Background: an optimization exercise with open tools, aiming at small area. Do not read the settings as production practice.
Function was checked by simulation only, so behaviour that the tests miss may differ from the original.
Power figures rest on the tool's default switching activity, not on a simulated workload.

[design.v]
package read_guard_pkg;
  localparam int unsigned NumSlots     = 4;
  localparam int unsigned SlotIdxWidth = $clog2(NumSlots);
  localparam int unsigned IdWidth      = 4;
  localparam int unsigned AddrWidth    = 32;
  localparam int unsigned LenWidth     = 8;
  localparam int unsigned CntWidth     = 16;
  typedef logic [SlotIdxWidth-1:0] slot_idx_t;
  typedef logic [IdWidth-1:0]      id_t;
  typedef logic [AddrWidth-1:0]    addr_t;
  typedef logic [LenWidth-1:0]     len_t;
  typedef logic [CntWidth-1:0]     cnt_t;
  typedef enum logic [1:0] {
    PHASE_IDLE,
    PHASE_ADDR,
    PHASE_DATA
  } txn_phase_e;
  typedef enum logic [2:0] {
    FAULT_NONE,
    FAULT_AR_WAIT,
    FAULT_FIRST_DATA,
    FAULT_R_STALL,
    FAULT_BURST,
    FAULT_UNWANTED
  } fault_e;
endpackage
`timescale 1ns/10ps
module read_guard (
  input  logic                   clk_i,
  input  logic                   rst_ni,
  input  logic                   ar_valid_i,
  input  logic                   ar_ready_i,
  input  read_guard_pkg::id_t    ar_id_i,
  input  read_guard_pkg::addr_t  ar_addr_i,
  input  read_guard_pkg::len_t   ar_len_i,
  input  logic                   r_valid_i,
  input  logic                   r_ready_i,
  input  read_guard_pkg::id_t    r_id_i,
  input  logic                   r_last_i,
  input  read_guard_pkg::cnt_t   budget_ar_i,
  input  read_guard_pkg::cnt_t   budget_first_i,
  input  read_guard_pkg::cnt_t   budget_stall_i,
  input  read_guard_pkg::cnt_t   budget_beat_i,
  input  logic                   reset_clear_i,
  output logic                   full_o,
  output logic                   reset_req_o,
  output logic                   irq_o,
  output read_guard_pkg::fault_e fault_cause_o,
  output read_guard_pkg::id_t    fault_id_o,
  output read_guard_pkg::addr_t  fault_addr_o,
  output read_guard_pkg::cnt_t   lat_first_o,
  output read_guard_pkg::cnt_t   lat_burst_o
);
  localparam int N = 4;
  logic [N-1:0] act_q, dat_q, nf_q;
  logic [16:0]  tmr_q [N];
  logic [16:0]  stl_q [N];
  logic [3:0]   id_q  [N];
  logic [31:0]  addr_q[N];
  logic [7:0]   len_q [N];
  logic [5:0]   old_q;
  logic [15:0]  ar_cnt_q;
  logic         vf_q, vb_q;
  logic [15:0]  lat_q;
  logic [N-1:0] match, sel, free, alloc, ev, stall_hit;
  logic         rsp_hit, accept, retire, unwanted;
  logic [N-1:0][N-1:0] older;   
  always_comb begin
    older = '0;
    older[0][1] =  old_q[0]; older[1][0] = !old_q[0];
    older[0][2] =  old_q[1]; older[2][0] = !old_q[1];
    older[0][3] =  old_q[2]; older[3][0] = !old_q[2];
    older[1][2] =  old_q[3]; older[2][1] = !old_q[3];
    older[1][3] =  old_q[4]; older[3][1] = !old_q[4];
    older[2][3] =  old_q[5]; older[3][2] = !old_q[5];
  end
  always_comb begin
    for (int i = 0; i < N; i++) begin
      match[i] = act_q[i] && (id_q[i] == r_id_i);
    end
    for (int i = 0; i < N; i++) begin
      sel[i] = match[i];
      for (int j = 0; j < N; j++) begin
        if (j != i && match[j] && older[j][i]) sel[i] = 1'b0;
      end
    end
  end
  assign rsp_hit  = |match;
  assign unwanted = r_valid_i && !rsp_hit;
  assign retire   = r_valid_i && r_ready_i && r_last_i && rsp_hit;
  assign full_o   = &act_q;
  assign accept   = ar_valid_i && ar_ready_i && !full_o && !reset_req_o;
  always_comb begin
    for (int i = 0; i < N; i++) begin
      free[i]      = !act_q[i] || (retire && sel[i]);
      ev[i]        = r_valid_i && sel[i] && !dat_q[i];
      stall_hit[i] = r_valid_i && sel[i] && !r_ready_i;
    end
    alloc[0] = accept && free[0];
    alloc[1] = accept && !free[0] && free[1];
    alloc[2] = accept && !free[0] && !free[1] && free[2];
    alloc[3] = accept && !free[0] && !free[1] && !free[2] && free[3];
  end
  logic [15:0] s_tmr;
  logic [16:0] s_stl;
  logic [7:0]  s_len;
  logic        s_addr_ph;
  always_comb begin
    s_tmr = '0; s_stl = '0; s_len = '0; s_addr_ph = 1'b0;
    for (int i = 0; i < N; i++) begin
      if (sel[i]) begin
        s_tmr     = s_tmr | tmr_q[i][15:0];
        s_stl     = s_stl | stl_q[i];
        s_len     = s_len | len_q[i];
        s_addr_ph = s_addr_ph | !dat_q[i];
      end
    end
  end
  logic [24:0] prod;
  logic        prod_nf;
  logic [16:0] stl_dec;
  logic [15:0] lat_d;
  assign prod    = {9'd0, budget_beat_i} * {16'd0, {1'b0, s_len} + 9'd1};
  assign prod_nf = (|prod[24:16]) || (&prod[15:0]);
  assign stl_dec = s_stl - 17'd1;
  assign lat_d   = (s_addr_ph ? budget_first_i : prod[15:0]) - s_tmr;
  always_ff @(posedge clk_i or negedge rst_ni) begin
    if (!rst_ni) begin
      act_q <= '0;
    end else begin
      for (int i = 0; i < N; i++) begin
        if (reset_req_o)                act_q[i] <= 1'b0;
        else if (alloc[i])              act_q[i] <= 1'b1;
        else if (retire && sel[i])      act_q[i] <= 1'b0;
      end
    end
  end
  always_ff @(posedge clk_i) begin
    for (int i = 0; i < N; i++) begin
      if (alloc[i]) begin
        dat_q[i]  <= 1'b0;
        tmr_q[i]  <= {1'b0, budget_first_i};
        stl_q[i]  <= {1'b0, budget_stall_i};
        id_q[i]   <= ar_id_i;
        addr_q[i] <= ar_addr_i;
        len_q[i]  <= ar_len_i;
      end else begin
        if (ev[i]) begin
          dat_q[i] <= 1'b1;
          tmr_q[i] <= {1'b0, prod[15:0]};
          nf_q[i]  <= prod_nf;
        end else begin
          tmr_q[i] <= tmr_q[i] - 17'd1;
        end
        if (stall_hit[i]) stl_q[i] <= stl_dec;
      end
    end
    if (alloc[0]) old_q[2:0] <= 3'b000;
    if (alloc[1]) begin old_q[0] <= 1'b1; old_q[4:3] <= 2'b00; end
    if (alloc[2]) begin old_q[1] <= 1'b1; old_q[3] <= 1'b1; old_q[5] <= 1'b0; end
    if (alloc[3]) begin old_q[2] <= 1'b1; old_q[4] <= 1'b1; old_q[5] <= 1'b1; end
    lat_q <= lat_d;
  end
  always_ff @(posedge clk_i or negedge rst_ni) begin
    if (!rst_ni) begin
      ar_cnt_q <= '0;
    end else if (reset_req_o || (ar_valid_i && ar_ready_i)) begin
      ar_cnt_q <= '0;
    end else if (ar_valid_i) begin
      ar_cnt_q <= ar_cnt_q + 1'b1;
    end
  end
  logic bf_max, bs_max;
  assign bf_max = &budget_first_i;
  assign bs_max = &budget_stall_i;
  logic                   tmr_fault;
  read_guard_pkg::fault_e tmr_cause;
  logic [3:0]             tmr_id;
  logic [31:0]            tmr_addr;
  always_comb begin
    tmr_fault = (ar_cnt_q > budget_ar_i);
    tmr_cause = tmr_fault ? read_guard_pkg::FAULT_AR_WAIT : read_guard_pkg::FAULT_NONE;
    tmr_id    = '0;
    tmr_addr  = '0;
    for (int i = N - 1; i >= 0; i--) begin
      if (act_q[i] && ((tmr_q[i][16] && (dat_q[i] ? !nf_q[i] : !bf_max)) ||
                       (stl_q[i][16] && !bs_max))) begin
        tmr_fault = 1'b1;
        tmr_id    = id_q[i];
        tmr_addr  = addr_q[i];
        if (!dat_q[i] && tmr_q[i][16] && !bf_max)
          tmr_cause = read_guard_pkg::FAULT_FIRST_DATA;
        else if (stl_q[i][16] && !bs_max)
          tmr_cause = read_guard_pkg::FAULT_R_STALL;
        else
          tmr_cause = read_guard_pkg::FAULT_BURST;
      end
    end
  end
  logic new_fault;
  assign new_fault = (tmr_fault || unwanted) && !reset_req_o;
  always_ff @(posedge clk_i or negedge rst_ni) begin
    if (!rst_ni) begin
      reset_req_o   <= 1'b0;
      irq_o         <= 1'b0;
      fault_cause_o <= read_guard_pkg::FAULT_NONE;
      lat_first_o   <= '0;
      lat_burst_o   <= '0;
      vf_q          <= 1'b0;
      vb_q          <= 1'b0;
    end else begin
      irq_o <= new_fault;
      if (new_fault) begin
        reset_req_o   <= 1'b1;
        fault_cause_o <= tmr_fault ? tmr_cause : read_guard_pkg::FAULT_UNWANTED;
      end else if (reset_clear_i) begin
        reset_req_o <= 1'b0;
      end
      vf_q <= !reset_req_o && |ev;
      vb_q <= !reset_req_o && retire;
      if (vf_q) lat_first_o <= lat_q;
      if (vb_q) lat_burst_o <= vf_q ? 16'd0 : lat_q;
    end
  end
  always_ff @(posedge clk_i) begin
    if (new_fault) begin
      fault_id_o   <= tmr_fault ? tmr_id : r_id_i;
      fault_addr_o <= tmr_fault ? tmr_addr : '0;
    end
  end
endmodule
[run.sh]
#!/bin/bash
# synth_recipe.tcl (not shown) runs the flow's synth.tcl, then flattens the netlist and writes it again
# the make line also repeats each setting of config.mk as NAME=value (left out here)
make -C /OpenROAD-flow-scripts/flow DESIGN_CONFIG=/design/flow/config.mk WORK_HOME=/design/flow/orfs CLKGATE_MAP_FILE= SYNTH_SCRIPT=/design/flow/synth_recipe.tcl finish
[constraint.sdc]
create_clock -name core_clock -period 10.0 [get_ports {clk_i}]
set_input_delay 2.0000 -clock core_clock [delete_from_list [all_inputs] [get_ports {clk_i}]]
set_output_delay 2.0000 -clock core_clock [all_outputs]
set_load 0.01 [all_outputs]
[config.mk]
export PLATFORM = sky130hd
export DESIGN_NAME = read_guard
export DESIGN_NICKNAME = read_guard
export VERILOG_FILES = /design/flow/design.v
export SDC_FILE = /design/flow/constraint.sdc
export NUM_CORES = 4
export LEC_CHECK = 0
export CAP_MARGIN = 20
export CORE_MARGIN = 2
export CORE_UTILIZATION = 40
export SLEW_MARGIN = 20
==> results.txt, run 1 <==
port bufs=193; CTS max path bufs=3; RSZ-0062 raised after global routing=no; routed wire length=71800 um; Cell Pwr Density=188 nW/um^2; CP Data Required Time=10460 ps; total track usage=22.2%; routability cong.=0.890; routed vias/inst=5.48; initial antenna violation count=6; Die Ht=255 um; largest net degree at the start of global routing=76; CTS tree=built; Pleak=11.7 nW; Worst VDD drop=140 uV; CTS buffer count=46; Tcrit/Tclk final=95.8%; layout cells sized above 1=9.93%; Max Slew Vio Count=0; core area=61900 um^2; cell count after synthesis=2414; clock transition at the registers of the reported paths=60 ps; startpoint types=primary input; setup ws final=415 ps; H-tree lvl count=2; synth warn=6; FILL cells=5717; DRT iter0 DRCs=1306; Area Overhead vs Synth=18.8%; number of clock sinks=437; clock latency (worst-skew pair)=590 ps; #FFs+latches synth=437; Post-Syn Nets=2717; Vias=19100; fmax=104 MHz; Worst Path Max Fanout=7; DR DRC count=0; relative slew slack=29.4%; area leader, netlist=edfxtp_1; final hold vios=0; Post-synth EDFFs=280; asr flop ratio synth=13.5%; Rows=91; syn_area_per_cell=10.4 um^2; worst min path class=flip-flop to flip-flop; Crit-path slowest cell=clkdlybuf4s50_1; CTS root buf=clkbuf_16; antenna violation net count after detailed routing=0; area of the mapped netlist=25200 um^2; number of global-route vias before repair=19400; Yosys top cell area share=33.4%; first-pass GRT wire length=111000 um; most frequent cells in the layout=315 x nand2_1, 280 x edfxtp_1, 198 x o21ai_0, 192 x clkdlybuf4s50_1, 184 x inv_1; synth top area cells=edfxtp_1 33%, fa_1 8.0%, dfxtp_1 7.8%, dfrtp_1 5.9%, nand2_1 4.7%; DP Worst Slack=-99.5 ps; nets=2914; max-cap viol count=0; worst slew pin tran=1060 ps; Die X=255 um; Main synth FF type=edfxtp_1; post-synthesis sequential area ratio=47.1%; drt wl/cell=20.6 um; postcts setup bufs=0; kind of critical path=primary input to flip-flop; die area=64900 um^2; CP Capture Type=flip-flop; num ports=194; setup clock skew after layout=23.8 ps; final hold slack=469 ps; most common cell after layout, fill and taps aside=nand2_1; final setup vio count=0; HPWL Detailed=50300 um; Starting Density=40.6%; status=finished clean; grt total ovfl=0; Arrival @ worst endpoint=10050 ps; crit-path max cell delay=540 ps; Yosys cell types=84; DRT Pass-1 Iters=7; min cycle time layout=9580 ps
metal layers:
layer	global-route usage (%)	share of wire (%)	wire, um	vias up
met5	0	0.058	42	-
met4	6.28	2.2	1590	6
met3	3.09	6.5	4660	111
met2	37.5	48	34600	600
met1	29.8	43	30900	9490
li1	-	-	-	8920
cell type report:
cell class                 instances  area [um^2]  area share, %
antenna                            3         7.51         0.0251
clock buffer                      72         1390           4.63
clock inverter                    14          219          0.732
inverter                         187          704           2.36
multi-input combinational       1673        12200           40.8
sequential                       437        11800           39.6
tap                              837         1050           3.50
timing repair buffer             266         2500           8.36
worst max-delay path, delay by kind of cell:
kind                       cells  cell delay (ps)
AOI/OAI and AO/OA              7             1960
and+or+nand+nor                8             1250
xor gates and xnor gates       4              880
adders and majority gates      7             2790
buffers and inverters          5              860
muxes                          1              290
state kept, by name, indices dropped and copies added (netlist names), 4 cells and up:
name,cells
dat_q,4
fault_addr_o,32
act_q,4
lat_burst_o,16
addr_q,128
lat_q,16
lat_first_o,16
stl_q,68
old_q,6
nf_q,4
id_q,16
fault_id_o,4
len_q,32
tmr_q,68
ar_cnt_q,16
metrics by stage:
stage | power [mW] | cell area, um^2 | utilization (%) | TNS, ps | cells
final | 5.62 | 29900 | 48.3 | 0 | 3489
after global routing | 5.90 | 29900 | 48.3 | 0 | 3489
after CTS | 5.65 | 29900 | 48.2 | 0 | 3486
after detailed placement | 3.83 | 28300 | 45.6 | -231 | 3400
after global placement | 3.79 | 28300 | 45.6 | 0 | 3400
after floorplan | 3.26 | 25200 | - | 0 | 2414
what timing repair did:
action / in CTS / in global routing
endpoints found under the setup margin: 0 / 1
hold buffers: 0 / 0
gates resized for setup: 0 / 3
kinds of logic after synthesis:
kind of cell               share of synthesized area [%]
buffers and inverters                               4.83
adders and majority gates                           12.1
DFF                                                 47.1
muxes                                               3.54
AOI/OAI and AO/OA                                   12.2
and+or+nand+nor                                     15.9
xor gates and xnor gates                            4.31
worst paths after layout:
path,cells after the start,slack [ps],startpoint,end
worst max-delay path,32,420,r_id_i[1],lat_q[14]
worst min-delay path,2,470,old_q[5],old_q[5]
worst max register to register,31,2000,id_q[0][1],lat_q[14]
worst min register to register,2,470,old_q[5],old_q[5]
max in group asynchronous,2,7920,rst_ni,lat_first_o[3]
min in group asynchronous,2,1570,rst_ni,ar_cnt_q[5]
cell usage after synthesis, types with 12 or more instances:
cell      number
or3_1         16
a22oi_1       57
nand4_1       19
dfrtp_1       59
dfxtp_1       98
nor4_1        16
a21oi_1       76
and2_1        84
nand3b_1      21
xor2_1        42
fa_1         100
nor2_1       130
a22o_1        18
xnor2_1       80
buf_1         19
nand2_1      316
and3_1        39
inv_1        185
a221oi_1      16
ha_1          83
mux2_2        71
edfxtp_1     280
nor2b_1       12
nand3_1       50
o21ai_0      199
nor3_1        45
clkbuf_1      77
where the power goes:
group	internal, mW	switching [mW]	total [mW]
combinational	0.628	0.696	1.32
clock	1.09	0.727	1.81
sequential	2.23	0.245	2.48
==> run 2, diff against run 1 <==
--- a/config.mk
+++ b/config.mk
@@ -7,5 +7,7 @@
 export LEC_CHECK = 0
 export CAP_MARGIN = 20
 export CORE_MARGIN = 2
-export CORE_UTILIZATION = 40
+export CORE_UTILIZATION = 65
+export CTS_BUF_LIST = sky130_fd_sc_hd__clkbuf_4 sky130_fd_sc_hd__clkbuf_8
+export CTS_CLUSTER_SIZE = 30
 export SLEW_MARGIN = 20
==> run 2 against run 1 <==
Effect of this change: still clean on timing, DRC and antenna; first-iteration DRC count is 42% higher; maximum frequency down 0.69%; sequential power about the same; clock-buffer cell count rose by 36; via count rose by 1.0%; area after synthesis stayed put; non-clock buffer count fell by 22; routed wire length down 7.9%; setup slack worse by 67 ps; critical path type unchanged; critical endpoint unchanged.
==> results.txt, run 2 <==
most common cell in the netlist=nand2_1 (unchanged); Rows=72 (was 91); Antenna Cells=0 (was 3); Layout Utilization=75.7% (was 48.3%); num ports=194 (unchanged); CP Data Required Time=10490 ps (was 10460 ps); Max Slew Vio Count=0 (unchanged); DP Worst Slack=-32.5 ps (was -99.5 ps); nets=2916 (was 2914); Yosys cell types=84 (unchanged); Post-synth EDFFs=280 (unchanged); grt total ovfl=0 (unchanged); storage element area=11800 um^2 (unchanged); RSZ-0062 raised after global routing=no (unchanged); post-synthesis sequential area ratio=47.1% (unchanged); FILL cells=2684 (was 5717); synth top area cells=edfxtp_1 33%, fa_1 8.0%, dfxtp_1 7.8%, dfrtp_1 5.9%, nand2_1 4.7% (unchanged); crit-path max cell delay=630 ps (was 540 ps); Hold-fix buffers, CTS=0 (unchanged); asr flop ratio synth=13.5% (unchanged); H-tree lvl count=3 (was 2); largest registers=addr_q (128), stl_q (68), tmr_q (68) (unchanged); largest register by flop count=addr_q (unchanged); FF-to-FF path depth=30 (was 31); Area after DPL=27700 um^2 (was 28300 um^2); initial antenna violation count=0 (was 6); Die X=201 um (was 255 um); area of the multi-input gates=12200 um^2 (about the same); postcts setup bufs=0 (unchanged); Starting Density=65.4% (was 40.6%); clock latency (worst-skew pair)=620 ps (was 590 ps); Area Overhead vs Synth=15.8% (was 18.8%); synth warn=6 (unchanged); startpoint types=primary input (unchanged); final hold vios=0 (unchanged); routed wire length=66200 um (was 71800 um); synth cell count leaders=316 x nand2_1, 280 x edfxtp_1, 199 x o21ai_0 (unchanged); CTS buffer count=70 (was 46); setup ws final=349 ps (was 415 ps); number of global-route vias before repair=19500 (was 19400); largest net degree at the start of global routing=76 (unchanged); post-route cell area=29100 um^2 (was 29900 um^2); total track usage=33.2% (was 22.2%); area leader, netlist=edfxtp_1 (unchanged); antenna violation net count after detailed routing=0 (unchanged); kind of critical path=primary input to flip-flop (unchanged); routed vias/inst=6.06 (was 5.48); Tcrit/Tclk final=96.5% (was 95.8%); max-cap viol count=0 (unchanged); Worst VDD drop=150 uV (was 140 uV); most common cell after layout, fill and taps aside=nand2_1 (unchanged); number of clock sinks=437 (unchanged); worst min path class=flip-flop to flip-flop (unchanged); final setup vio count=0 (unchanged); Worst R2R Start=id_q[3][1] (was id_q[0][1]); #FFs+latches synth=437 (unchanged); Setup crit start=r_id_i[3] (was r_id_i[1]); relative slew slack=30.8% (was 29.4%); final hold slack=474 ps (was 469 ps); R2R setup slack=1950 ps (was 2000 ps); fmax=104 MHz (about the same); CP Capture Type=flip-flop (unchanged); Crit-path slowest cell=clkdlybuf4s50_1 (unchanged); Cell Pwr Density=184 nW/um^2 (was 188 nW/um^2); Post-Syn Nets=2717 (unchanged); clock transition at the registers of the reported paths=60 ps (about the same); port bufs=193 (unchanged); Worst Path Max Fanout=18 (was 7); crit path to=lat_q[14] (unchanged); DRT iter0 DRCs=1859 (was 1306); min cycle time layout=9650 ps (was 9580 ps); max reg flops=128 (unchanged); Vias=19300 (was 19100); syn_area_per_cell=10.4 um^2 (unchanged); DRT Pass-1 Iters=7 (unchanged); Worst R2R End=lat_q[14] (unchanged); first-pass GRT wire length=105000 um (was 111000 um); Main synth FF type=edfxtp_1 (unchanged); area of the mapped netlist=25200 um^2 (unchanged); DR DRC count=0 (unchanged); HPWL Detailed=46000 um (was 50300 um); setup clock skew after layout=28.7 ps (was 23.8 ps); drt wl/cell=20.8 um (was 20.6 um); status=finished clean (unchanged); Pleak=11.6 nW (was 11.7 nW); routability cong.=0.940 (was 0.890); CTS root buf=clkbuf_8 (was clkbuf_16); CTS tree=built (unchanged); cell count after synthesis=2414 (unchanged); Arrival @ worst endpoint=10140 ps (was 10050 ps); Die Ht=201 um (was 255 um); core area=38500 um^2 (was 61900 um^2); Yosys top cell area share=33.4% (unchanged); Post-CTS Resized=0 (unchanged); most frequent cells in the layout=315 x nand2_1, 280 x edfxtp_1, 198 x o21ai_0, 192 x clkdlybuf4s50_1, 184 x inv_1 (unchanged); die area=40300 um^2 (was 64900 um^2); total power=5.35 mW (was 5.62 mW); worst slew pin tran=1040 ps (was 1060 ps); CTS max path bufs=3 (unchanged); layout cells sized above 1=10.7% (was 9.93%)
## run 2: worst min-delay path by stage
stage / depth (start not counted) / end / start / slack (ps)
floorplan: 2 / old_q[5] / old_q[5] / 440
global placement: 2 / old_q[0] / old_q[0] / 460
detailed placement: 2 / old_q[0] / old_q[0] / 460
CTS: 2 / old_q[0] / old_q[0] / 470
global route: 2 / old_q[0] / old_q[0] / 490
finish: 2 / old_q[0] / old_q[0] / 470
## run 2: metal layers
metal / part of all wire, % / global-route usage [%] / up-vias
met5: 0 / 0 / -
met4: 3.4 / 13.3 / 0
met3: 8.2 / 5.60 / 152
met2: 47 / 54.4 / 907
met1: 41 / 44.5 / 9341
li1: - / - / 8918
## run 2: kinds of logic after synthesis
kind of cell | count (synthesis) | share of synthesized area (%)
AOI/OAI and AO/OA | 480 | 12.2
DFF | 437 | 47.1
muxes | 80 | 3.54
xor gates and xnor gates | 123 | 4.31
adders and majority gates | 183 | 12.1
buffers and inverters | 304 | 4.83
and+or+nand+nor | 807 | 15.9
## run 2: power by group
group          total (mW)  internal, mW  switching (mW)
Combinational        1.31         0.617           0.688
Clock                1.57         0.883           0.688
Sequential           2.47          2.23           0.237
## run 2: through the flow
stage | instances | setup TNS, ps
2_1_floorplan | 2414 | 0
3_3_place_gp | 3058 | 0
3_5_place_dp | 3058 | -150
4_1_cts | 3185 | 0
5_1_grt | 3186 | 0
6_report | 3186 | 0
## run 2: cell type report
type / instances / share of cell area (%)
inverters: 187 / 2.41
flip-flops and latches: 437 / 40.7
repair buffers: 244 / 7.96
well taps: 518 / 2.23
clock buffers: 108 / 4.48
multi-input cells: 1673 / 41.8
clock inverters: 19 / 0.481
## run 2: worst max-delay path, delay by kind of cell
family	cells	cell delay, ps
fa+ha+maj	6	2500
compound gates	7	1830
simple gates	9	1440
buf+inv	5	1240
xor+xnor	4	790
mux	1	300
==> run 3, diff against run 2 <==
==> flow/run.sh (new file) <==
#!/bin/bash
# Standard layout, with the port buffers made from the smallest buffer cell.
set -euo pipefail
export BUFFER_PORTS_ARGS="-buffer_cell sky130_fd_sc_hd__buf_1"
bash standard.sh synth > synth.log 2>&1
bash standard.sh floorplan > floorplan.log 2>&1
bash standard.sh place > place.log 2>&1
bash standard.sh cts > cts.log 2>&1
bash standard.sh route > route.log 2>&1
bash standard.sh finish > finish.log 2>&1
==> standard.sh (new file) <==
#!/bin/bash
# synth_recipe.tcl (not shown) runs the flow's synth.tcl, then flattens the netlist and writes it again
# the make line also repeats each setting of config.mk as NAME=value (left out here)
make -C /OpenROAD-flow-scripts/flow DESIGN_CONFIG=/design/flow/config.mk WORK_HOME=/design/flow/orfs CLKGATE_MAP_FILE= SYNTH_SCRIPT=/design/flow/synth_recipe.tcl "${@:-finish}"
removed: run.sh
==> run 3 against run 2 <==
Effect of this change: die area unchanged; still clean; final cell count grew 0.16%; non-clock buffer count decreased by 4; highest routed layer unchanged; clock power grew 5%; register-to-register slack about the same; clock-buffer cell count rose by 3; clock skew is 1.1 ps lower; critical path depth down 4; synthesized cell count stayed put; critical endpoint is now lat_q[15].
==> results.txt, run 3 <==
status=finished clean (unchanged); CTS max path bufs=3 (unchanged); initial antenna violation count=4 (was 0); synth top area cells=edfxtp_1 33%, fa_1 8.0%, dfxtp_1 7.8%, dfrtp_1 5.9%, nand2_1 4.7% (unchanged); synth cell count leaders=316 x nand2_1, 280 x edfxtp_1, 199 x o21ai_0 (unchanged); DRT Pass-1 Iters=6 (was 7); Arrival @ worst endpoint=9830 ps (was 10140 ps); setup TNS=0 ps (unchanged); Yosys cell types=84 (unchanged); Post-Syn Nets=2717 (unchanged); antenna violation net count after detailed routing=0 (unchanged); routability cong.=0.909 (was 0.940); Post-synth EDFFs=280 (unchanged); Die Ht=201 um (unchanged); max reg flops=128 (unchanged); clock transition at the registers of the reported paths=60 ps (about the same); CTS tree=built (unchanged); Yosys top cell area share=33.4% (unchanged); worst slew pin tran=1060 ps (was 1040 ps); HPWL Detailed=45000 um (was 46000 um); RSZ-0062 raised after global routing=no (unchanged); Worst VDD drop=178 uV (was 150 uV); routed wire length=64700 um (was 66200 um); Pleak=11.1 nW (was 11.6 nW); DP Worst Slack=202 ps (was -32.5 ps); fin cells=3191 (was 3186); Main synth FF type=edfxtp_1 (unchanged); Vias=19200 (was 19300); Tcrit/Tclk final=93.5% (was 96.5%); FILL cells=2852 (was 2684); post-synthesis sequential area ratio=47.1% (unchanged); final setup vio count=0 (unchanged); total track usage=32.5% (was 33.2%); CP Data Required Time=10480 ps (was 10490 ps); Hold-fix buffers, CTS=0 (unchanged); nets=2914 (was 2916); drt wl/cell=20.3 um (was 20.8 um); CTS buffer count=72 (was 70); syn_area_per_cell=10.4 um^2 (unchanged); fmax=107 MHz (was 104 MHz); setup ws final=651 ps (was 349 ps); number of clock sinks=437 (unchanged); asr flop ratio synth=13.5% (unchanged); most common cell in the netlist=nand2_1 (unchanged); max-cap viol count=0 (unchanged); worst min path class=flip-flop to flip-flop (unchanged); DRT iter0 DRCs=1623 (was 1859); layout cells sized above 1=10.8% (was 10.7%); num ports=194 (unchanged); min cycle time layout=9350 ps (was 9650 ps); core area=38500 um^2 (unchanged); clock latency (worst-skew pair)=620 ps (about the same); Area Overhead vs Synth=11.3% (was 15.8%); Cell Pwr Density=189 nW/um^2 (was 184 nW/um^2); grt total ovfl=0 (unchanged); cell count after synthesis=2414 (unchanged); number of global-route vias before repair=19000 (was 19500); CTS root buf=clkbuf_8 (unchanged); largest net degree at the start of global routing=75 (was 76); FF-to-FF path depth=27 (was 30); postcts setup bufs=0 (unchanged); startpoint types=primary input (unchanged); most common cell after layout, fill and taps aside=nand2_1 (unchanged); synth warn=6 (unchanged); first-pass GRT wire length=103000 um (was 105000 um); kind of critical path=primary input to flip-flop (unchanged); H-tree lvl count=3 (unchanged); die area=40300 um^2 (unchanged); area leader, netlist=edfxtp_1 (unchanged); worst hold stages=2 (unchanged); final hold vios=0 (unchanged); largest register by flop count=addr_q (unchanged); routed vias/inst=6.02 (was 6.06); most frequent cells in the layout=314 x nand2_1, 280 x edfxtp_1, 198 x o21ai_0, 192 x buf_1, 184 x inv_1 (was 315 x nand2_1, 280 x edfxtp_1, 198 x o21ai_0, 192 x clkdlybuf4s50_1, 184 x inv_1); area of the mapped netlist=25200 um^2 (unchanged); Placed Cells=3055 (was 3058); Worst Path Max Fanout=31 (was 18); port bufs=193 (unchanged); setup clock skew after layout=27.6 ps (was 28.7 ps); largest registers=addr_q (128), stl_q (68), tmr_q (68) (unchanged); Die X=201 um (unchanged); Starting Density=65.4% (unchanged); Post-CTS Resized=0 (unchanged); Max Slew Vio Count=0 (unchanged); relative slew slack=29.2% (was 30.8%); total power=5.29 mW (was 5.35 mW); CP Capture Type=flip-flop (unchanged); #FFs+latches synth=437 (unchanged); DR DRC count=0 (unchanged); Rows=72 (unchanged)
==> run 3: cell counts after synthesis <==
No cell type changed its count.
==> run 3: worst max-delay path, cell delays in order <==
cell and delay, ps:
buf_1 320, xor2_1 340, nor3_4 120, a311oi_2 530, and2_4 240, buf_4 380, a22oi_1 180, a211oi_1 340
nand4b_1 190, xnor2_1 200, buf_4 240, nand2_1 100, fa_1 490, fa_1 500, inv_1 50, fa_1 490
fa_1 410, ha_1 380, nand3_1 100, o2111a_1 280, o21ai_0 260, a31oi_1 200, xnor2_1 530, mux2_2 270
ha_1 260, a21oi_1 130, o21ai_0 130, xnor2_1 160
==> run 3: area by class of cell <==
cell class              instances  area [um^2]  share of cell area, %
multi-input cells            1673        12200                   43.5
flip-flops and latches        437        11800                   42.3
clock buffers                 111         1350                   4.81
repair buffers                240         1090                   3.90
inverters                     187          704                   2.52
well taps                     518          648                   2.32
clock inverters                21          181                  0.648
diodes                          4         10.0                 0.0358
==> run 3: worst paths after layout <==
kind	from	endpoint	slack, ps
worst max-delay path	r_id_i[0]	lat_q[15]	650
worst min-delay path	lat_q[1]	lat_burst_o[1]	480
worst max register to register	id_q[0][1]	lat_q[15]	1960
worst min register to register	lat_q[1]	lat_burst_o[1]	480
max in group asynchronous	rst_ni	lat_burst_o[11]	7950
min in group asynchronous	rst_ni	ar_cnt_q[10]	1530
==> run 3: metal layers <==
metal / routed length (um) / up-vias / global-route usage, %
met5: 0 / - / 0
met4: 1460 / 0 / 10.0
met1: 27300 / 9315 / 45.6
met3: 5140 / 119 / 4.94
li1: - / 8935 / -
met2: 30700 / 853 / 52.9
==> run 3: where the power goes <==
part | switching (mW) | total [mW] | internal, mW
logic | 0.672 | 1.17 | 0.494
registers | 0.236 | 2.47 | 2.23
clock network | 0.711 | 1.65 | 0.937
==> run 3: cells by family (layout without fill, tap and decap cells) <==
family	Yosys count	count (layout)	synth area share, %
xor+xnor	123	123	4.31
compound gates	480	480	12.2
mux	80	80	3.54
other cells	0	4	0
flops	437	437	47.1
simple gates	807	807	15.9
buf+inv	304	559	4.83
fa+ha+maj	183	183	12.1
==> run 3: stage by stage <==
| stage | area, um^2 | hold slack (ps) | util [%] |
|---|---|---|---|
| after floorplan | 25200 | 435 | - |
| after global placement | 26500 | 457 | 68.8 |
| after detailed placement | 26500 | 462 | 68.8 |
| after CTS | 28000 | 472 | 72.7 |
| after global routing | 28000 | 490 | 72.8 |
| final | 28000 | 484 | 72.8 |
==> run 4, diff against run 3 <==
--- a/design.v
+++ b/design.v
@@ -116,12 +116,20 @@
       end
     end
   end
-  logic [24:0] prod;
-  logic        prod_nf;
+  logic [8:0]  mplr;
+  logic [16:0] prod;
+  logic        prod_big, prod_nf;
   logic [16:0] stl_dec;
   logic [15:0] lat_d;
-  assign prod    = {9'd0, budget_beat_i} * {16'd0, {1'b0, s_len} + 9'd1};
-  assign prod_nf = (|prod[24:16]) || (&prod[15:0]);
+  assign mplr = {1'b0, s_len} + 9'd1;
+  assign prod = {1'b0, budget_beat_i} * {8'd0, mplr};
+  always_comb begin
+    prod_big = 1'b0;
+    for (int j = 2; j <= 9; j++) begin
+      if ((|(mplr >> (j - 1))) && (|(budget_beat_i >> (17 - j)))) prod_big = 1'b1;
+    end
+  end
+  assign prod_nf = prod_big || prod[16] || (&prod[15:0]);
   assign stl_dec = s_stl - 17'd1;
   assign lat_d   = (s_addr_ph ? budget_first_i : prod[15:0]) - s_tmr;
   always_ff @(posedge clk_i or negedge rst_ni) begin
==> flow/run.sh (replaced) <==
#!/bin/bash
# Standard ORFS layout with three changes: port buffers use the smallest
# buffer cell, and clock tree synthesis uses larger sink clusters and no
# dummy loads. Each step's full output goes to its own log here.
set -euo pipefail
export BUFFER_PORTS_ARGS="-buffer_cell sky130_fd_sc_hd__buf_1"
export CTS_ARGS="-sink_clustering_enable -repair_clock_nets -dont_use_dummy_load -sink_clustering_size 32 -sink_clustering_max_diameter 60 -buf_list {sky130_fd_sc_hd__clkbuf_8 sky130_fd_sc_hd__clkbuf_16}"
for step in synth floorplan place cts route finish; do
  bash standard.sh $step > $step.log 2>&1
done
==> config.mk (replaced) <==
export PLATFORM = sky130hd
export DESIGN_NAME = read_guard
export DESIGN_NICKNAME = read_guard
export VERILOG_FILES = /design/flow/design.v
export SDC_FILE = /design/flow/constraint.sdc
export NUM_CORES = 4
export LEC_CHECK = 0
export CAP_MARGIN = 5
export CORE_MARGIN = 2
export CORE_UTILIZATION = 65
export GPL_TIMING_DRIVEN = 0
export SLEW_MARGIN = 5
==> run 4 against run 3 <==
Effect of this change: sequential cell count unchanged; sequential share of layout area increased by 3.3 points; global-route usage increased by 0.99 points; highest routed layer unchanged; largest cell class is now registers; maximum frequency decreased by 3.0%; clock-buffer cell count decreased by 80.
==> results.txt, run 4 <==
final setup vio count=0 (unchanged); status=finished clean (unchanged); Area after DPL=25000 um^2 (was 26500 um^2); Cell Pwr Density=181 nW/um^2 (was 189 nW/um^2); cell-internal power=3.23 mW (was 3.67 mW); most common cell after layout, fill and taps aside=edfxtp_1 (was nand2_1); final hold vios=0 (unchanged); DRT iter0 DRCs=1832 (was 1623); CTS buffer count=31 (was 72); num ports=194 (unchanged); setup clock skew after layout=57.0 ps (was 27.6 ps); initial antenna violation count=1 (was 4); grt total ovfl=0 (unchanged); Post-Syn Nets=2511 (was 2717); Post-synth EDFFs=280 (unchanged); asr flop ratio synth=13.5% (unchanged); Max Slew Vio Count=0 (unchanged); Arrival @ worst endpoint=9860 ps (was 9830 ps); Pleak=9.84 nW (was 11.1 nW); Yosys top cell area share=35.7% (was 33.4%); post-route cell area=26000 um^2 (was 28000 um^2); Die Ht=194 um (was 201 um); DRT Pass-1 Iters=6 (unchanged); routability cong.=0.956 (was 0.909); post-synthesis sequential area ratio=50.4% (was 47.1%); routed vias/inst=6.29 (was 6.02); Main synth FF type=edfxtp_1 (unchanged); syn_area_per_cell=10.4 um^2 (about the same); largest registers=addr_q (128), stl_q (68), tmr_q (68) (unchanged); fin cells=2944 (was 3191); crit-path max cell delay=510 ps (was 530 ps); fmax=104 MHz (was 107 MHz); Placed Cells=2909 (was 3055); first-pass GRT wire length=99200 um (was 103000 um); share of total power in combinational logic=24.4% (was 22.1%); worst slew pin tran=1350 ps (was 1060 ps); drt wl/cell=21.6 um (was 20.3 um); clock transition at the registers of the reported paths=70 ps (was 60 ps); Rows=69 (was 72); Worst VDD drop=180 uV (was 178 uV); DR DRC count=0 (unchanged); startpoint types=primary input (unchanged); antenna violation net count after detailed routing=0 (unchanged); area leader, netlist=edfxtp_1 (unchanged); CTS tree=built (unchanged); Crit-path slowest cell=fa_1 (was a311oi_2); number of clock sinks=437 (unchanged); Die X=194 um (was 201 um); clock network fraction of total power=23.6% (was 31.2%); Area Overhead vs Synth=10.4% (was 11.3%); #FFs+latches synth=437 (unchanged); cell count after synthesis=2253 (was 2414); H-tree lvl count=1 (was 3); min cycle time layout=9640 ps (was 9350 ps); Worst Path Max Fanout=10 (was 31); synth warn=6 (unchanged); port bufs=185 (was 193); routed wire length=63600 um (was 64700 um); Yosys cell types=79 (was 84); largest net degree at the start of global routing=48 (was 75); kind of critical path=primary input to flip-flop (unchanged); most frequent cells in the layout=280 x edfxtp_1, 266 x nand2_1, 193 x buf_1, 179 x o21ai_0, 179 x inv_1 (was 314 x nand2_1, 280 x edfxtp_1, 198 x o21ai_0, 192 x buf_1, 184 x inv_1); total power=4.70 mW (was 5.29 mW); die area=37700 um^2 (was 40300 um^2); CP Data Required Time=10220 ps (was 10480 ps); Reg power frac=52.1% (was 46.7%); Net Sw Frac=31.3% (was 30.6%); nets=2741 (was 2914); relative slew slack=9.24% (was 29.2%); synth top area cells=edfxtp_1 36%, dfxtp_1 8.3%, fa_1 6.4%, dfrtp_1 6.3%, nand2_1 4.2% (was edfxtp_1 33%, fa_1 8.0%, dfxtp_1 7.8%, dfrtp_1 5.9%, nand2_1 4.7%); Tcrit/Tclk final=96.4% (was 93.5%); number of global-route vias before repair=18200 (was 19000); layout cells sized above 1=5.60% (was 10.8%); Starting Density=66.1% (was 65.4%); max-cap viol count=0 (unchanged); synth cell count leaders=280 x edfxtp_1, 266 x nand2_1, 183 x o21ai_0 (was 316 x nand2_1, 280 x edfxtp_1, 199 x o21ai_0); clock latency (worst-skew pair)=620 ps (about the same); CTS root buf=clkbuf_16 (was clkbuf_8); worst min path class=flip-flop to flip-flop (unchanged); max reg flops=128 (unchanged); most common cell in the netlist=edfxtp_1 (was nand2_1); Net Switching=1.47 mW (was 1.62 mW); largest register by flop count=addr_q (unchanged); total track usage=33.5% (was 32.5%); Vias=18500 (was 19200); CTS max path bufs=3 (unchanged); Layout Utilization=73.0% (was 72.8%); HPWL Detailed=45900 um (was 45000 um); area of the mapped netlist=23500 um^2 (was 25200 um^2); CP Capture Type=flip-flop (unchanged); core area=35600 um^2 (was 38500 um^2)
==> run 4: cell types whose count changed after synthesis, sizes merged, moves of 20 or more <==
| cell | delta |
|---|---|
| a22oi | -38 |
| fa | -25 |
| and2 | -28 |
| ha | -20 |
| mux2 | -43 |
| a222oi | +32 |
| nand2 | -50 |
| nor2 | +42 |
| a21oi | +32 |
==> run 4: area by class of cell <==
type                    instances  area, um^2
flip-flops and latches        437       11800
multi-input cells            1525       10700
fillers                      2637        9610
repair buffers                197         902
clock buffers                  31         776
inverters                     184         691
well taps                     461         577
plain buffers                 107         464
diodes                          2        5.00
==> run 4: per-stage QoR <==
stage	worst slack [ps]	hold slack, ps	setup TNS [ps]
after floorplan	953	426	0
after CTS	7.19	475	0
after detailed placement	-1020	459	-7570
after global routing	-47.4	508	-78.4
final	358	483	0
after global placement	-806	456	-5550
==> run 4: metal layers <==
| layer | routed length [um] | vias to the layer above | track usage (%) |
|---|---|---|---|
| met2 | 29900 | 959 | 54.8 |
| met3 | 6790 | 127 | 7.03 |
| met1 | 25300 | 8982 | 45.7 |
| met4 | 1600 | 0 | 9.37 |
| li1 | - | 8439 | - |
| met5 | 0 | - | 0 |
==> run 4: path summary, 6_finish.rpt <==
| kind | from | endpoint | slack (ps) | cells past startpoint |
|---|---|---|---|---|
| min in group asynchronous | rst_ni | lat_first_o[11] | 1420 | 1 |
| worst max register to register | id_q[1][3] | nf_q[0] | 1470 | 29 |
| max in group asynchronous | rst_ni | ar_cnt_q[1] | 7970 | 2 |
| worst min register to register | old_q[3] | old_q[3] | 480 | 2 |
| worst max-delay path | r_id_i[1] | nf_q[0] | 360 | 31 |
| worst min-delay path | old_q[3] | old_q[3] | 480 | 2 |
==> run 4: worst max-delay path: cells and delay by family <==
family | cells | cell delay, ps
AO/OA/AOI/OAI | 9 | 1930
XOR/XNOR | 4 | 1100
adder cells (fa/ha/maj) | 6 | 2580
buffers and inverters | 7 | 820
AND/OR/NAND/NOR | 5 | 1400
==> run 4: what timing repair did <==
action / in CTS / in global routing
hold buffers: 0 / 0
setup buffers: 0 / 2
pin swaps: 0 / 1
setup endpoints to repair: 7 / 10
gates resized for setup: 8 / 23
cloned: 0 / 0
==> run 4: logic make-up after synthesis <==
family | synth area share, %
buf+inv | 4.82
xor+xnor | 4.97
simple gates | 15.0
flops | 50.4
compound gates | 13.5
fa+ha+maj | 9.73
mux | 1.64
==> run 4: power groups by stage <==
stage	logic, mW	clock network (mW)	registers, mW
after floorplan	0.742	0	2.46
after global placement	1.06	0	2.48
after detailed placement	1.11	0	2.48
after CTS	1.13	1.12	2.44
after global routing	1.28	1.17	2.48
final	1.15	1.11	2.45
==> run 5, diff against run 4 <==
==> flow/run.sh (replaced) <==
#!/bin/bash
# Standard ORFS layout with three changes: port buffers use the smallest
# buffer cell, and clock tree synthesis uses larger sink clusters and no
# dummy loads. Each step's full output goes to its own log here.
set -euo pipefail
export BUFFER_PORTS_ARGS="-buffer_cell sky130_fd_sc_hd__buf_1"
export CTS_ARGS="-sink_clustering_enable -repair_clock_nets -dont_use_dummy_load -sink_clustering_size 25 -sink_clustering_max_diameter 80 -buf_list {sky130_fd_sc_hd__clkbuf_8 sky130_fd_sc_hd__clkbuf_16}"
for step in synth floorplan place cts route finish; do
  bash standard.sh $step > $step.log 2>&1
done
==> run 5 against run 4 <==
Effect of this change: first-iteration DRC count decreased by 8.5%; via count is 0.22% lower; final cell count down 0.34%; clock-buffer cell count fell by 7; critical path type unchanged.
==> results.txt, run 5 <==
Yosys cell types=79 (unchanged); synth cell count leaders=280 x edfxtp_1, 266 x nand2_1, 183 x o21ai_0 (unchanged); Net Sw Frac=31.8% (was 31.3%); Pleak=9.78 nW (was 9.84 nW); Yosys top cell area share=35.7% (unchanged); CTS max path bufs=3 (unchanged); Post-synth EDFFs=280 (unchanged); number of global-route vias before repair=18100 (was 18200); number of clock sinks=437 (unchanged); Vias=18500 (about the same); asr flop ratio synth=13.5% (unchanged); Area Overhead vs Synth=9.75% (was 10.4%); die area=37700 um^2 (unchanged); final hold vios=0 (unchanged); initial antenna violation count=1 (unchanged); total track usage=33.7% (was 33.5%); Arrival @ worst endpoint=10010 ps (was 9860 ps); largest registers=addr_q (128), stl_q (68), tmr_q (68) (unchanged); Tcrit/Tclk final=96.1% (was 96.4%); share of total power in combinational logic=25.1% (was 24.4%); CTS tree=built (unchanged); drt wl/cell=21.8 um (was 21.6 um); Reg power frac=53.5% (was 52.1%); postcts setup bufs=0 (unchanged); Post-Syn Nets=2511 (unchanged); setup ws final=388 ps (was 358 ps); kind of critical path=primary input to flip-flop (unchanged); grt total ovfl=0 (unchanged); Area after DPL=25000 um^2 (unchanged); crit-path max cell delay=510 ps (about the same); clock latency (worst-skew pair)=600 ps (was 620 ps); CTS buffer count=24 (was 31); routed vias/inst=6.29 (about the same); routability cong.=0.956 (unchanged); layout cells sized above 1=5.54% (was 5.60%); H-tree lvl count=1 (unchanged); fmax=104 MHz (about the same); worst min path class=flip-flop to flip-flop (unchanged); worst slew pin tran=1320 ps (was 1350 ps); Worst Path Max Fanout=10 (unchanged); post-synthesis sequential area ratio=50.4% (unchanged); Die X=194 um (unchanged); area of the mapped netlist=23500 um^2 (unchanged); Main synth FF type=edfxtp_1 (unchanged); synth warn=6 (unchanged); Max Slew Vio Count=0 (unchanged); largest register by flop count=addr_q (unchanged); Starting Density=66.1% (unchanged); antenna violation net count after detailed routing=0 (unchanged); most frequent cells in the layout=280 x edfxtp_1, 266 x nand2_1, 193 x buf_1, 179 x o21ai_0, 179 x inv_1 (unchanged); FILL cells=2655 (was 2637); DRT iter0 DRCs=1677 (was 1832); startpoint types=primary input (unchanged); CP Capture Type=flip-flop (unchanged); CTS root buf=clkbuf_16 (unchanged); Crit-path slowest cell=fa_1 (unchanged); Cell Pwr Density=177 nW/um^2 (was 181 nW/um^2); clock network fraction of total power=21.4% (was 23.6%); num ports=194 (unchanged); Placed Cells=2909 (unchanged); CP Data Required Time=10390 ps (was 10220 ps); most common cell in the netlist=edfxtp_1 (unchanged); routed wire length=63800 um (was 63600 um); max-cap viol count=0 (unchanged); Die Ht=194 um (unchanged); Net Switching=1.45 mW (was 1.47 mW); cell count after synthesis=2253 (unchanged); nets=2731 (was 2741); area of the multi-input gates=10700 um^2 (about the same); synth top area cells=edfxtp_1 36%, dfxtp_1 8.3%, fa_1 6.4%, dfrtp_1 6.3%, nand2_1 4.2% (unchanged); DR DRC count=0 (unchanged); min cycle time layout=9610 ps (was 9640 ps); relative slew slack=11.1% (was 9.24%); Worst VDD drop=171 uV (was 180 uV); setup clock skew after layout=87.5 ps (was 57.0 ps); storage element area=11800 um^2 (unchanged); DRT Pass-1 Iters=6 (unchanged); final setup vio count=0 (unchanged); area leader, netlist=edfxtp_1 (unchanged); first-pass GRT wire length=99600 um (was 99200 um); cell-internal power=3.12 mW (was 3.23 mW); clock transition at the registers of the reported paths=70 ps (about the same); HPWL Detailed=45900 um (unchanged); largest net degree at the start of global routing=48 (unchanged); port bufs=185 (unchanged); Rows=69 (unchanged); post-route cell area=25800 um^2 (was 26000 um^2); status=finished clean (unchanged); max reg flops=128 (unchanged); syn_area_per_cell=10.4 um^2 (unchanged); core area=35600 um^2 (unchanged); most common cell after layout, fill and taps aside=edfxtp_1 (unchanged); #FFs+latches synth=437 (unchanged); DP Worst Slack=-1020 ps (unchanged); fin cells=2934 (was 2944)
run 5: power by group through the flow:
stage | sequential, mW | combinational (mW) | clock (mW)
after detailed placement | 2.48 | 1.11 | 0
after global placement | 2.48 | 1.06 | 0
after CTS | 2.44 | 1.13 | 0.981
after floorplan | 2.46 | 0.742 | 0
after global routing | 2.48 | 1.28 | 1.04
final | 2.45 | 1.15 | 0.976
run 5: timing repair:
action                                  CTS  global route
hold buffers                              0             0
endpoints found under the setup margin    7             8
cloned                                    0             0
pin swaps                                 0             2
resized for setup                        14            29
run 5: worst max-delay path, delay by kind of cell:
kind / cells / cell delay (ps)
buffers and inverters: 7 / 730
multiplexers: 1 / 280
XOR/XNOR: 4 / 1120
AO/OA/AOI/OAI: 9 / 1900
adder cells (fa/ha/maj): 7 / 2870
AND/OR/NAND/NOR: 4 / 1070
run 5: final cells by class:
type / instances / share of cell area (%)
Antenna cell: 2 / 0.0194
Buffer: 106 / 1.81
Clock buffer: 24 / 2.33
Inverter: 184 / 2.68
Multi-Input combinational cell: 1525 / 41.6
Sequential cell: 437 / 45.9
Tap cell: 461 / 2.23
Timing Repair Buffer: 195 / 3.44
run 5: logic make-up (layout without fill, tap and decap cells):
family | Yosys count | after routing | share of synthesized area, %
other | 0 | 2 | 0
flip-flops | 437 | 437 | 50.4
AO/OA/AOI/OAI | 489 | 489 | 13.5
adder cells (fa/ha/maj) | 138 | 138 | 9.73
multiplexers | 35 | 35 | 1.64
XOR/XNOR | 126 | 126 | 4.97
buffers and inverters | 291 | 509 | 4.82
AND/OR/NAND/NOR | 737 | 737 | 15.0
run 5: metal layers:
layer,vias up,track usage [%],share of wire [%]
met1,8918,45.9,39
met5,-,0,0
li1,8413,-,-
met2,996,55.0,47
met3,140,7.38,11
met4,0,9.23,2.6
run 5: worst paths after layout:
path / startpoint / end / slack [ps] / depth (start not counted)
max in group asynchronous: rst_ni / ar_cnt_q[6] / 7900 / 2
worst min register to register: lat_q[15] / lat_burst_o[15] / 480 / 2
worst min-delay path: lat_q[15] / lat_burst_o[15] / 480 / 2
worst max register to register: id_q[0][3] / lat_q[15] / 1510 / 31
min in group asynchronous: rst_ni / lat_first_o[11] / 1450 / 1
worst max-delay path: r_id_i[2] / lat_q[15] / 390 / 32
run 5: through the flow:
stage / util [%] / power [mW] / hold WS [ps] / setup TNS (ps)
4_1_cts: 72.3 / 4.55 / 479 / 0
6_report: 72.6 / 4.57 / 484 / 0
5_1_grt: 72.6 / 4.79 / 500 / -30.3
3_3_place_gp: 69.7 / 3.54 / 456 / -5550
3_5_place_dp: 70.4 / 3.59 / 459 / -7570
2_1_floorplan: - / 3.20 / 426 / 0
==> run 6, diff against run 5 <==
--- a/config.mk
+++ b/config.mk
@@ -7,6 +7,5 @@
 export LEC_CHECK = 0
 export CAP_MARGIN = 5
 export CORE_MARGIN = 2
-export CORE_UTILIZATION = 65
-export GPL_TIMING_DRIVEN = 0
+export CORE_UTILIZATION = 75
 export SLEW_MARGIN = 5
==> run 6 against run 5 <==
Effect of this change: synthesized cell count stayed put; power fell by 0.49%; sequential power about the same; global-route usage grew 3.7 points; worst hold slack got worse by 17 ps; still clean on timing, DRC and antenna; setup slack better by 140 ps; critical endpoint is now lat_q[14]; sequential share of layout area is 0.95 points higher; critical path type unchanged.
==> results.txt, run 6 <==
status=finished clean (unchanged); crit-path max cell delay=660 ps (was 510 ps); setup TNS=0 ps (unchanged); CP Data Required Time=10420 ps (was 10390 ps); number of global-route vias before repair=18100 (about the same); worst min path class=flip-flop to flip-flop (unchanged); CP Capture Type=flip-flop (unchanged); cell count after synthesis=2253 (unchanged); DR DRC count=0 (unchanged); routability cong.=0.936 (was 0.956); CP most frequent cell=fa_1; DRT iter0 DRCs=2185 (was 1677); kind of critical path=primary input to flip-flop (unchanged); first-pass GRT wire length=97000 um (was 99600 um); Arrival @ worst endpoint=9890 ps (was 10010 ps); Worst VDD drop=168 uV (was 171 uV); Starting Density=76.5% (was 66.1%); Die X=181 um (was 194 um); number of clock sinks=437 (unchanged); Crit-path slowest cell=a311oi_2 (was fa_1); Die Ht=181 um (was 194 um); Area Overhead vs Synth=7.53% (was 9.75%); largest register by flop count=addr_q (unchanged); Post-CTS Resized=0 (was 14); grt total ovfl=0 (unchanged); Tcrit/Tclk final=94.7% (was 96.1%); clock latency (worst-skew pair)=580 ps (was 600 ps); Pleak=9.64 nW (was 9.78 nW); postcts setup bufs=0 (unchanged); drt wl/cell=21.7 um (was 21.8 um); final hold slack=468 ps (was 484 ps); Hold-fix buffers, CTS=0 (unchanged); worst slew pin tran=1180 ps (was 1320 ps); max reg flops=128 (unchanged); min cycle time layout=9470 ps (was 9610 ps); antenna violation net count after detailed routing=0 (unchanged); synth cell count leaders=280 x edfxtp_1, 266 x nand2_1, 183 x o21ai_0 (unchanged); HPWL Detailed=42000 um (was 45900 um); clock transition at the registers of the reported paths=90 ps (was 70 ps); Yosys cell types=79 (unchanged); layout cells sized above 1=5.48% (was 5.54%); Main synth FF type=edfxtp_1 (unchanged); #FFs+latches synth=437 (unchanged); area leader, netlist=edfxtp_1 (unchanged); CTS tree=built (unchanged); CTS buffer count=23 (was 24); RSZ-0062 raised after global routing=no; die area=32800 um^2 (was 37700 um^2); largest net degree at the start of global routing=77 (was 48); synth top area cells=edfxtp_1 36%, dfxtp_1 8.3%, fa_1 6.4%, dfrtp_1 6.3%, nand2_1 4.2% (unchanged); most common cell in the netlist=edfxtp_1 (unchanged); routed wire length=60900 um (was 63800 um); Rows=64 (was 69); nets=2670 (was 2731); post-synthesis sequential area ratio=50.4% (unchanged); routed vias/inst=6.56 (was 6.29); Post-synth EDFFs=280 (unchanged); most frequent cells in the layout=280 x edfxtp_1, 265 x nand2_1, 192 x buf_1, 179 x o21ai_0, 178 x inv_1 (was 280 x edfxtp_1, 266 x nand2_1, 193 x buf_1, 179 x o21ai_0, 179 x inv_1); core area=30700 um^2 (was 35600 um^2); initial antenna violation count=0 (was 1); Yosys top cell area share=35.7% (unchanged); largest registers=addr_q (128), stl_q (68), tmr_q (68) (unchanged); Cell Pwr Density=180 nW/um^2 (was 177 nW/um^2); DRT Pass-1 Iters=7 (was 6); startpoint types=primary input (unchanged); Vias=18400 (was 18500); final setup vio count=0 (unchanged); num ports=194 (unchanged); FILL cells=1898 (was 2655); Max Slew Vio Count=0 (unchanged); CTS root buf=clkbuf_16 (unchanged); CTS max path bufs=3 (unchanged); area of the mapped netlist=23500 um^2 (unchanged); most common cell after layout, fill and taps aside=edfxtp_1 (unchanged); Worst Path Max Fanout=14 (was 10); H-tree lvl count=1 (unchanged); syn_area_per_cell=10.4 um^2 (unchanged); Antenna Cells=0 (was 2); Post-Syn Nets=2511 (unchanged); relative slew slack=21.1% (was 11.1%); fmax=106 MHz (was 104 MHz); max-cap viol count=0 (unchanged); synth warn=6 (unchanged); total track usage=37.3% (was 33.7%); setup clock skew after layout=81.2 ps (was 87.5 ps); port bufs=193 (was 185); asr flop ratio synth=13.5% (unchanged); final hold vios=0 (unchanged)
## run 6: cell types whose count changed in the layout (fill, tap and decap cells not counted), moves of 4 or more
cell / delta
buf_4: +47
clkbuf_2: -7
xnor2_1: +5
buf_6: -5
buf_2: -10
buf_12: -4
xnor2_2: -5
clkbuf_4: -4
o21ai_1: +4
o21ai_2: -4
clkbuf_1: -71
## run 6: area by class of cell
| class | instances | area, um^2 | share of cell area (%) |
|---|---|---|---|
| Multi-Input combinational cell | 1525 | 10600 | 41.9 |
| Timing Repair Buffer | 241 | 1090 | 4.29 |
| Sequential cell | 437 | 11800 | 46.8 |
| Inverter | 184 | 694 | 2.75 |
| Tap cell | 396 | 495 | 1.96 |
| Clock buffer | 23 | 576 | 2.28 |
## run 6: metrics by stage
step | worst slack (ps) | cells | util (%) | cell area, um^2 | total power, mW
finish | 530 | 2806 | 82.3 | 25300 | 4.55
global route | 65.9 | 2806 | 82.3 | 25300 | 4.74
CTS | 509 | 2806 | 82.3 | 25300 | 4.52
detailed placement | 8.38 | 2783 | 80.4 | 24700 | 3.60
global placement | 420 | 2783 | 80.4 | 24700 | 3.53
floorplan | 953 | 2253 | - | 23500 | 3.20
## run 6: kinds of logic (layout without fill, tap and decap cells)
group	after synthesis	count (layout)	synth area share, %
AOI/OAI and AO/OA	489	489	13.5
xor gates and xnor gates	126	126	4.97
muxes	35	35	1.64
DFF	437	437	50.4
and+or+nand+nor	737	737	15.0
buffers and inverters	291	448	4.82
adders and majority gates	138	138	9.73
## run 6: worst max-delay path, delay by kind of cell
family | cells | cell delay (ps)
fa+ha+maj | 7 | 2910
compound gates | 10 | 2370
simple gates | 6 | 1230
buf+inv | 4 | 610
xor+xnor | 3 | 470
mux | 1 | 290
## run 6: where the power goes
group | total, mW | internal (mW) | switching, mW
registers | 2.45 | 2.23 | 0.223
logic | 1.15 | 0.456 | 0.693
clock network | 0.946 | 0.410 | 0.536
## run 6: path summary, 6_finish.rpt
| kind | depth (start not counted) | start | end | slack, ps |
|---|---|---|---|---|
| worst max-delay path | 31 | r_id_i[3] | lat_q[14] | 530 |
| worst min-delay path | 2 | lat_q[14] | lat_burst_o[14] | 470 |
| worst max register to register | 30 | id_q[2][3] | lat_q[14] | 1800 |
| worst min register to register | 2 | lat_q[14] | lat_burst_o[14] | 470 |
| max in group asynchronous | 2 | rst_ni | act_q[0] | 7850 |
| min in group asynchronous | 2 | rst_ni | lat_first_o[11] | 1560 |
## run 6: per-layer routing
layer	vias up	part of all wire, %	track usage (%)
met4	0	3.5	12.7
met1	8765	38	51.1
met2	1194	48	62.1
met3	187	11	5.34
li1	8274	-	-
met5	-	0	0
==> run 7, diff against run 6 <==
--- a/config.mk
+++ b/config.mk
@@ -5,7 +5,7 @@
 export SDC_FILE = /design/flow/constraint.sdc
 export NUM_CORES = 4
 export LEC_CHECK = 0
-export CAP_MARGIN = 5
+export CAP_MARGIN = 0
 export CORE_MARGIN = 2
 export CORE_UTILIZATION = 75
-export SLEW_MARGIN = 5
+export SLEW_MARGIN = 0
==> run 7 against run 6 <==
Effect of this change: still clean on timing, DRC and antenna; maximum frequency unchanged; critical path depth unchanged; clock-buffer cell count unchanged; register-to-register slack about the same; final area unchanged; die area unchanged; synthesized cell count unchanged; final cell count unchanged; via count unchanged; power unchanged; critical path type unchanged.
==> results.txt, run 7 <==
status=finished clean (unchanged); most frequent cells in the layout=280 x edfxtp_1, 265 x nand2_1, 192 x buf_1, 179 x o21ai_0, 178 x inv_1 (unchanged); Pleak=9.64 nW (unchanged); layout cells sized above 1=5.48% (unchanged); routed vias/inst=6.56 (unchanged); most common cell after layout, fill and taps aside=edfxtp_1 (unchanged); DR DRC count=0 (unchanged); core area=30700 um^2 (unchanged); Placed Cells=2783 (unchanged); routability cong.=0.936 (unchanged); post-synthesis sequential area ratio=50.4% (unchanged); Die X=181 um (unchanged); synth cell count leaders=280 x edfxtp_1, 266 x nand2_1, 183 x o21ai_0 (unchanged); syn_area_per_cell=10.4 um^2 (unchanged); Worst VDD drop=168 uV (unchanged); CTS tree=built (unchanged); largest registers=addr_q (128), stl_q (68), tmr_q (68) (unchanged); final hold vios=0 (unchanged); Area after DPL=24700 um^2 (unchanged); Crit-path slowest cell=a311oi_2 (unchanged); area of the mapped netlist=23500 um^2 (unchanged); num ports=194 (unchanged); max reg flops=128 (unchanged); Synth Area in XOR/XNOR=4.97% (unchanged); number of global-route vias before repair=18100 (unchanged); grt total ovfl=0 (unchanged); DRT iter0 DRCs=2185 (unchanged); Worst Path Max Fanout=14 (unchanged); asr flop ratio synth=13.5% (unchanged); CTS buffer count=23 (unchanged); synth warn=6 (unchanged); kind of critical path=primary input to flip-flop (unchanged); Antenna Cells=0 (unchanged); post-synthesis mux area share=1.64% (unchanged); nets=2670 (unchanged); Starting Density=76.5% (unchanged); worst min path class=flip-flop to flip-flop (unchanged); Post-synth EDFFs=280 (unchanged); RSZ-0062 raised after global routing=no (unchanged); simple-gate share of the synthesized area=15.0% (unchanged); antenna violation net count after detailed routing=0 (unchanged); fmax=106 MHz (unchanged); Area Overhead vs Synth=7.53% (unchanged); largest net degree at the start of global routing=77 (unchanged); port bufs=193 (unchanged); Hold-fix buffers, CTS=0 (unchanged); number of clock sinks=437 (unchanged); fin cells=2806 (unchanged); clock transition at the registers of the reported paths=90 ps (about the same); adder-cell share of the synthesized area=9.73% (unchanged); Hold Startpoint=lat_q[14] (unchanged); #FFs+latches synth=437 (unchanged); post-synthesis compound-gate area fraction=13.5% (unchanged); CP Capture Type=flip-flop (unchanged); worst slew pin tran=1180 ps (unchanged); die area=32800 um^2 (unchanged); CTS root buf=clkbuf_16 (unchanged); initial antenna violation count=0 (unchanged); Yosys cell types=79 (unchanged); Arrival @ worst endpoint=9890 ps (about the same); max-cap viol count=0 (unchanged); Worst R2R Start=id_q[2][3] (unchanged); synth top area cells=edfxtp_1 36%, dfxtp_1 8.3%, fa_1 6.4%, dfrtp_1 6.3%, nand2_1 4.2% (unchanged); clock latency (worst-skew pair)=580 ps (about the same); Layout Utilization=82.3% (unchanged); cell count after synthesis=2253 (unchanged); post-route cell area=25300 um^2 (unchanged); Setup crit start=r_id_i[3] (unchanged); Cell Pwr Density=180 nW/um^2 (unchanged); Rows=64 (unchanged); total track usage=37.3% (unchanged); routed wire length=60900 um (unchanged); total power=4.55 mW (unchanged); HPWL Detailed=42000 um (unchanged); drt wl/cell=21.7 um (unchanged); largest register by flop count=addr_q (unchanged); area leader, netlist=edfxtp_1 (unchanged); setup TNS=0 ps (unchanged); setup clock skew after layout=81.2 ps (unchanged); main combinational cell family by area after synthesis=simple AND/OR/NAND/NOR gates (unchanged); Max Slew Vio Count=0 (unchanged); worst hold stages=2 (unchanged); min cycle time layout=9470 ps (unchanged); CP Data Required Time=10420 ps (about the same); Die Ht=181 um (unchanged); first-pass GRT wire length=97000 um (unchanged); DRT Pass-1 Iters=7 (unchanged); final setup vio count=0 (unchanged); most common cell in the netlist=edfxtp_1 (unchanged); Vias=18400 (unchanged); relative slew slack=21.1% (unchanged); FF-to-FF path depth=30 (unchanged); Yosys top cell area share=35.7% (unchanged); CP most frequent cell=fa_1 (unchanged); Post-Syn Nets=2511 (unchanged); crit-path max cell delay=660 ps (about the same); CTS max path bufs=3 (unchanged); startpoint types=primary input (unchanged); Main synth FF type=edfxtp_1 (unchanged); H-tree lvl count=1 (unchanged); Tcrit/Tclk final=94.7% (unchanged)
## run 7: cell counts in the layout (fill, tap and decap cells not counted)
No cell type changed its count.
## run 7: power breakdown
| part | internal [mW] | leakage (nW) | total (mW) | switching, mW |
|---|---|---|---|---|
| combinational | 0.456 | 5.20 | 1.15 | 0.693 |
| clock | 0.410 | 0.283 | 0.946 | 0.536 |
| sequential | 2.23 | 4.16 | 2.45 | 0.223 |
| total | 3.09 | 9.64 | 4.55 | 1.45 |
## run 7: kinds of logic after synthesis
logic type,after synthesis
DFF,437
adders and majority gates,138
buffers and inverters,291
AOI/OAI and AO/OA,489
xor gates and xnor gates,126
muxes,35
and+or+nand+nor,737
## run 7: worst max-delay path: cells and delay by family
kind	cells	cell delay [ps]
adders and majority gates	7	2910
AOI/OAI and AO/OA	10	2370
and+or+nand+nor	6	1230
buffers and inverters	4	610
xor gates and xnor gates	3	470
muxes	1	290
## run 7: repair_timing
action,CTS,global route
gates resized for setup,0,1
endpoints found under the setup margin,0,1
buffers inserted,0,0
## run 7: path summary, 6_finish.rpt
path | slack (ps) | endpoint
max reg2reg | 1800 | lat_q[14]
min reg2reg | 470 | lat_burst_o[14]
max | 530 | lat_q[14]
max in group asynchronous | 7850 | act_q[0]
min in group asynchronous | 1560 | lat_first_o[11]
min | 470 | lat_burst_o[14]
## run 7: cell type report
type	instances	area, um^2
clock buffers	23	576
fillers	1898	5450
inverters	184	694
multi-input cells	1525	10600
flip-flops and latches	437	11800
well taps	396	495
repair buffers	241	1090
## run 7: metrics by stage
step | setup WS, ps | hold slack (ps)
floorplan | 953 | 426
global placement | 420 | 457
detailed placement | 8.38 | 462
CTS | 509 | 471
global route | 65.9 | 489
finish | 530 | 468
## run 7: metal layers
layer  part of all wire (%)  GRT usage, %  vias up
li1                       -             -     8274
met1                     38          51.1     8765
met2                     48          62.1     1194
met3                     11          5.34      187
met4                    3.5          12.7        0
met5                      0             0        -

-- static timing again, ports no longer ideal --
In the flow no input, the clock included, has a driving cell. The finished layouts below were timed again as built, in two steps. Step 1, drivers: a clkbuf_16 drives clk_i and a buf_2 each remaining input, both assumed. Step 2 also shifts input and output timing later by t, the mid clock arrival at the registers, as if the neighbouring blocks saw the same clock. Three values: ideal, step 1, step 2; two values: the first two.
run | shift t [ns] | setup WS [ns] | worst slew at a driven data input, ns | cell pins on the clock port's net
run 1 | 0.637 | 0.415 / 0.420 / -0.216 | 0.12 | 1
run 2 | 0.665 | 0.349 / 0.349 / -0.316 | 0.08 | 1
run 3 | 0.661 | 0.651 / 0.663 / 0.002 | 0.09 | 1
run 4 | 0.645 | 0.358 / 0.381 / -0.264 | 0.09 | 1
run 5 | 0.606 | 0.388 / 0.394 / -0.212 | 0.08 | 1
run 6 | 0.592 | 0.530 / 0.511 / -0.080 | 0.07 | 1
run 7 | 0.592 | 0.530 / 0.511 / -0.080 | 0.07 | 1
With both steps, setup timing fails in 6 of these runs, where it was met with ideal ports. For run 2, which loses most, drivers alone change the setup slack by 0.000 ns; drivers and shift together by -0.665 ns.
